Background: an optimization exercise with open tools, aiming at small area, a short achievable clock period and few clock cycles. Do not read the settings as production practice.

Setup of main:
==> module srls_seq, before the edit <==
module srls_seq (
  input  wire logic        clk,
  input  wire logic        rst_n,
  input  wire logic        start,
  input  wire logic        closed_n,
  input  wire logic [37:0] sum,
  input  wire logic [8:0]  n,
  input  wire logic [15:0] w,
  input  wire logic [14:0] s_prev,
  input  wire logic        b_idle,
  input  wire logic        b_idle_n,
  input  wire logic        ov,
  input  wire logic        ov_n,
  input  wire logic        out_stall,
  output logic             ready,
  output logic             ready_n,
  output logic             ready2_n,
  output logic             xfer,
  output logic [14:0]      rms,
  output logic [14:0]      smoothed
);
  logic        busy, done;
  logic [4:0]  cnt;
  logic [29:0] dq;
  logic [9:0]  dr;
  logic [8:0]  nd;
  logic [1:0]  qp;
  logic [18:0] sr;
  logic [14:0] root;
  logic [30:0] acc;
  logic        busy_n, done_n, start_n;
  logic [4:0]  cnt_n;
  logic        step;
  logic [9:0]  x1, x2, y1, y2;
  logic [18:0] sx, sy;
  logic        sbit, rbit, sbit_r;
  logic [15:0] sp;
  logic [16:0] hadd;
  assign step = busy && !done;
  assign xfer = done && b_idle && (!ov || !out_stall);
  assign busy_n   = rst_n && (start || (busy && !xfer));
  assign done_n   = rst_n && !start && busy && !xfer && (done || cnt == 5'd16);
  assign cnt_n    = start ? 5'd0 : (step ? cnt + 5'd1 : cnt);
  assign ready_n  = !busy_n || (done_n && b_idle_n && !ov_n);
  assign start_n  = closed_n && ready_n;
  assign ready2_n = !start_n && (!busy_n || ((done_n || cnt_n == 5'd16) && b_idle_n && !ov_n));
  always_ff @(posedge clk) begin
    busy  <= busy_n;
    done  <= done_n;
    ready <= ready_n;
  end
  logic sx_co, acc_co;
  assign y1 = {dr[8:0], dq[29]};
  assign x1 = 10'(({y1, 1'b1} + {{1'b0, nd} ^ {10{!dr[9]}}, !dr[9]}) >> 1);
  assign y2 = {x1[8:0], dq[28]};
  assign x2 = 10'(({y2, 1'b1} + {{1'b0, nd} ^ {10{!x1[9]}}, !x1[9]}) >> 1);
  assign sy = {sr[16:0], qp};
  srls_add #(19) u_sx (
    .a  (sy),
    .b  ({{2'b0, root} ^ {17{!sr[18]}}, 1'b1, sr[18]}),
    .ci (!sr[18]),
    .s  (sx),
    .co (sx_co)
  );
  assign rbit = root[0];
  assign sp   = {1'b0, s_prev};
  assign sbit = sp[4'(5'd15 - cnt)];
  always_comb begin
    case ({rbit, sbit_r})
      2'b10:   hadd = {1'b0, w};
      2'b01:   hadd = {1'b0, ~w};
      2'b11:   hadd = 17'h10000;
      default: hadd = '0;
    endcase
  end
  logic [30:0] acc_n;
  srls_add #(31) u_acc (
    .a  ({acc[29:0], 1'b0}),
    .b  (31'(hadd)),
    .ci (sbit_r && !rbit),
    .s  (acc_n),
    .co (acc_co)
  );
  always_ff @(posedge clk) begin
    if (start) begin
      dr   <= {3'b0, sum[37:31]};
      dq   <= sum[30:1];
      nd   <= n;
      qp   <= 2'b00;
      sr   <= '0;
      root <= '0;
      acc  <= 31'd1;
      cnt  <= '0;
    end else if (step) begin
      cnt    <= cnt_n;
      sbit_r <= sbit;
      dr     <= x2;
      dq     <= {dq[27:0], 2'b00};
      qp     <= {!x1[9], !x2[9]};
      if (!cnt[4]) begin
        sr   <= sx;
        root <= {root[13:0], !sx[18]};
      end
      if (cnt >= 5'd2) begin
        acc <= acc_n;
      end
    end
  end
  assign rms      = root;
  assign smoothed = acc[30:16];
endmodule
==> module srls_map, before the edit <==
module srls_map (
  input  wire logic        clk,
  input  wire logic        rst_n,
  input  wire logic        load,
  input  wire logic [14:0] rms,
  input  wire logic [14:0] smoothed,
  input  wire logic [14:0] th,
  input  wire logic [14:0] d,
  input  wire logic [11:0] lo,
  input  wire logic [11:0] hi,
  input  wire logic        out_stall,
  output logic             idle,
  output logic             idle_n,
  output logic             out_valid,
  output logic             ov_n,
  output logic [14:0]      out_rms,
  output logic [14:0]      out_sm,
  output logic [11:0]      out_rad
);
  logic        busy, above, ovf;
  logic [4:0]  cnt;
  logic [27:0] pr;
  logic        fin, busy_n;
  logic [12:0] dlt;
  logic        neg;
  logic [11:0] amag;
  logic [15:0] h;
  logic [17:0] t;
  logic [16:0] ov;
  logic [16:0] x1, y1;
  logic [13:0] rs;
  logic [11:0] rad;
  logic [14:0] ab_s;
  srls_add #(15) u_ab (.a(th), .b(~smoothed), .ci(1'b1), .s(ab_s), .co(ab_co));
  assign fin    = busy && ((cnt == 5'd0 && !above) || cnt == 5'd19);
  assign busy_n = rst_n && (load || (busy && !fin));
  assign ov_n   = rst_n && (fin || (out_valid && out_stall));
  assign idle   = !busy;
  assign idle_n = !busy_n;
  logic        dlt_co, amag_co, dm_co, t_co, ov_co, ab_co;
  logic [14:0] dm;
  logic [17:0] m0, m1, m2, cs_s, cs_c;
  srls_add #(13) u_dlt (.a({1'b0, hi}), .b(~{1'b0, lo}), .ci(1'b1), .s(dlt), .co(dlt_co));
  assign neg = dlt[12];
  srls_add #(12) u_amag (.a(dlt[11:0] ^ {12{neg}}), .b(12'd0), .ci(neg), .s(amag), .co(amag_co));
  srls_add #(15) u_dm (.a(d), .b({15{neg}}), .ci(1'b0), .s(dm), .co(dm_co));
  assign h = {2'b0, dm[14:1]};
  assign m0   = {2'b0, pr[27:12]};
  assign m1   = pr[0] ? {3'b0, out_sm} : 18'd0;
  assign m2   = pr[1] ? {2'b0, out_sm, 1'b0} : 18'd0;
  assign cs_s = m0 ^ m1 ^ m2;
  assign cs_c = (m0 & m1) | (m0 & m2) | (m1 & m2);
  srls_add #(18) u_t (.a(cs_s), .b({cs_c[16:0], 1'b0}), .ci(1'b0), .s(t), .co(t_co));
  srls_add #(16) u_ov (.a(pr[27:12]), .b(~{1'b0, d}), .ci(1'b1), .s(ov[15:0]), .co(ov_co));
  assign ov[16] = !ov_co;
  assign y1 = {pr[27:12], pr[11]};
  assign x1 = 17'(({y1, 1'b1} + {{2'b0, d} ^ {17{!pr[27]}}, !pr[27]}) >> 1);
  assign rs = 14'(({14'(lo), 1'b1} + {14'(pr[11:0]) ^ {14{neg}}, neg}) >> 1);
  always_comb begin
    if (ovf)          rad = neg ? 12'd0 : 12'd4095;
    else if (rs[13])  rad = 12'd0;
    else if (rs[12])  rad = 12'd4095;
    else              rad = rs[11:0];
  end
  always_ff @(posedge clk) begin
    busy      <= busy_n;
    out_valid <= ov_n;
    if (!rst_n) begin
      out_sm <= '0;
    end else if (load) begin
      out_sm <= smoothed;
    end
  end
  always_ff @(posedge clk) begin
    if (load) begin
      cnt     <= '0;
      above   <= !ab_co;
      out_rms <= rms;
      pr      <= {h, amag};
    end else if (busy) begin
      cnt <= cnt + 5'd1;
      if (cnt <= 5'd5) begin
        pr <= {t, pr[11:2]};
      end else if (cnt == 5'd6) begin
        ovf <= !ov[16];
      end else if (cnt <= 5'd18) begin
        pr <= {x1[15:0], pr[10:0], !x1[16]};
      end
      if (fin) begin
        out_rad <= above ? rad : lo;
      end
    end
  end
endmodule
export LEC_CHECK = 0
export CAP_MARGIN = 20
export CORE_MARGIN = 2
export CORE_UTILIZATION = 40
export SLEW_MARGIN = 20
create_clock -name core_clock -period 12.0 [get_ports {clk}]
run.sh (not shown) runs the stock make flow with config.mk's settings and CLKGATE_MAP_FILE= SYNTH_SCRIPT=/design/flow/synth_recipe.tcl, a recipe that flattens the netlist after the stock synthesis.
The inputs of the feature branch differ from those of main as listed below.
--- a/flow/design.v
+++ b/flow/design.v
@@ -610,13 +610,13 @@
   logic [18:0] sr;
   logic [14:0] root;
   logic [30:0] acc;
   logic        busy_n, done_n, start_n;
   logic [4:0]  cnt_n;
   logic        step;
-  logic [9:0]  x1, x2, y1, y2;
+  logic [9:0]  x1, x2, y1;
   logic [18:0] sx, sy;
   logic        sbit, rbit, sbit_r;
   logic [15:0] sp;
   logic [16:0] hadd;
   assign step = busy && !done;
   assign xfer = done && b_idle && (!ov || !out_stall);
@@ -628,17 +628,21 @@
   assign ready2_n = !start_n && (!busy_n || ((done_n || cnt_n == 5'd16) && b_idle_n && !ov_n));
   always_ff @(posedge clk) begin
     busy  <= busy_n;
     done  <= done_n;
     ready <= ready_n;
   end
-  logic sx_co, acc_co;
+  logic        sx_co, acc_co;
+  logic [11:0] y4, ca, cb;
+  logic [10:0] nd3;
   assign y1 = {dr[8:0], dq[29]};
   assign x1 = 10'(({y1, 1'b1} + {{1'b0, nd} ^ {10{!dr[9]}}, !dr[9]}) >> 1);
-  assign y2 = {x1[8:0], dq[28]};
-  assign x2 = 10'(({y2, 1'b1} + {{1'b0, nd} ^ {10{!x1[9]}}, !x1[9]}) >> 1);
+  assign y4 = {dr, dq[29], dq[28]};
+  assign ca = 12'(({y4, 1'b1} + {dr[9] ? {1'b0, nd3} : ~{3'b0, nd}, !dr[9]}) >> 1);
+  assign cb = 12'(({y4, 1'b1} + {dr[9] ? {3'b0, nd} : ~{1'b0, nd3}, !dr[9]}) >> 1);
+  assign x2 = x1[9] ? ca[9:0] : cb[9:0];
   assign sy = {sr[16:0], qp};
   srls_add #(19) u_sx (
     .a  (sy),
     .b  ({{2'b0, root} ^ {17{!sr[18]}}, 1'b1, sr[18]}),
     .ci (!sr[18]),
     .s  (sx),
@@ -653,24 +657,29 @@
       2'b01:   hadd = {1'b0, ~w};
       2'b11:   hadd = 17'h10000;
       default: hadd = '0;
     endcase
   end
   logic [30:0] acc_n;
-  srls_add #(31) u_acc (
-    .a  ({acc[29:0], 1'b0}),
-    .b  (31'(hadd)),
-    .ci (sbit_r && !rbit),
-    .s  (acc_n),
+  logic [17:0] acc_lo;
+  logic [13:0] acc_hi1;
+  assign acc_lo = 18'(({1'b0, acc[15:0], 1'b0, 1'b1} + {1'b0, hadd, (sbit_r && !rbit)}) >> 1);
+  srls_add #(14) u_acc (
+    .a  (acc[29:16]),
+    .b  (14'd0),
+    .ci (1'b1),
+    .s  (acc_hi1),
     .co (acc_co)
   );
+  assign acc_n = {acc_lo[17] ? acc_hi1 : acc[29:16], acc_lo[16:0]};
   always_ff @(posedge clk) begin
     if (start) begin
       dr   <= {3'b0, sum[37:31]};
       dq   <= sum[30:1];
       nd   <= n;
+      nd3  <= 11'(n) + {1'b0, n, 1'b0};
       qp   <= 2'b00;
       sr   <= '0;
       root <= '0;
       acc  <= 31'd1;
       cnt  <= '0;
     end else if (step) begin
@@ -711,13 +720,12 @@
   output logic [11:0]      out_rad
 );
   logic        busy, above, ovf;
   logic [4:0]  cnt;
   logic [27:0] pr;
   logic        fin, busy_n;
-  logic [12:0] dlt;
   logic        neg;
   logic [11:0] amag;
   logic [15:0] h;
   logic [17:0] t;
   logic [16:0] ov;
   logic [16:0] x1, y1;
@@ -730,17 +738,19 @@
   assign ov_n   = rst_n && (fin || (out_valid && out_stall));
   assign idle   = !busy;
   assign idle_n = !busy_n;
   logic        dlt_co, amag_co, dm_co, t_co, ov_co, ab_co;
   logic [14:0] dm;
   logic [17:0] m0, m1, m2, cs_s, cs_c;
-  srls_add #(13) u_dlt (.a({1'b0, hi}), .b(~{1'b0, lo}), .ci(1'b1), .s(dlt), .co(dlt_co));
-  assign neg = dlt[12];
-  srls_add #(12) u_amag (.a(dlt[11:0] ^ {12{neg}}), .b(12'd0), .ci(neg), .s(amag), .co(amag_co));
-  srls_add #(15) u_dm (.a(d), .b({15{neg}}), .ci(1'b0), .s(dm), .co(dm_co));
-  assign h = {2'b0, dm[14:1]};
+  logic [11:0] dhl, dlh;
+  assign neg = hi < lo;
+  srls_add #(12) u_dhl (.a(hi), .b(~lo), .ci(1'b1), .s(dhl), .co(dlt_co));
+  srls_add #(12) u_dlh (.a(lo), .b(~hi), .ci(1'b1), .s(dlh), .co(amag_co));
+  assign amag = neg ? dlh : dhl;
+  srls_add #(15) u_dm (.a(d), .b({15{1'b1}}), .ci(1'b0), .s(dm), .co(dm_co));
+  assign h = neg ? {2'b0, dm[14:1]} : {2'b0, d[14:1]};
   assign m0   = {2'b0, pr[27:12]};
   assign m1   = pr[0] ? {3'b0, out_sm} : 18'd0;
   assign m2   = pr[1] ? {2'b0, out_sm, 1'b0} : 18'd0;
   assign cs_s = m0 ^ m1 ^ m2;
   assign cs_c = (m0 & m1) | (m0 & m2) | (m1 & m2);
   srls_add #(18) u_t (.a(cs_s), .b({cs_c[16:0], 1'b0}), .ci(1'b0), .s(t), .co(t_co));
Results
Wire length of the first global-routing pass in the feature branch is about 2% higher than in main
Diff main -> the feature branch | number of standard cells after synthesis | up slightly
Between the feature branch and main, it is the feature branch whose peak fanout along the critical path is higher, by about 17%.
Of main and the feature branch, the run reporting the higher sum of buffers and inverters on the critical path was the feature branch.
Number of non-filler instances in the completed layout went up slightly going from main to the feature branch.
A end point of the critical path of u_map.out_rad[3]$_DFFE_PP_ is what the feature branch shows, while u_map.out_rad[9]$_DFFE_PP_ belongs to main.
No functional check of the RTL was part of any run of this note.

[afterwards: timing with drivers on the ports]
In the flow no input, the clock included, has a driving cell. The finished layouts below were timed again as built, in two steps. Step 1: set_driving_cell puts a clkbuf_16 on clk and a buf_2 on each other input, an assumption about the parent block. Step 2 adds t to the input delays and takes it off the output delays; t is the mean of the earliest and latest rising clock arrival at the registers after step 1. Input paths then give back, and output paths get back, about the clock's delay inside the block. Three values: ideal, step 1, step 2; two values: the first two.
run	shift t [ns]	setup slack, ns	worst setup path after step 2	slew at the worst register clock pin (ns)
main	0.649	6.859 / 6.859 / 6.707	input to register	0.07 / 0.07
the feature branch	0.653	6.897 / 6.897 / 6.897	register to register	0.06 / 0.06
After both steps every run listed still meets setup and hold. The setup slack of main, which loses most, moves by 0.000 ns with the drivers and by -0.152 ns with both steps.
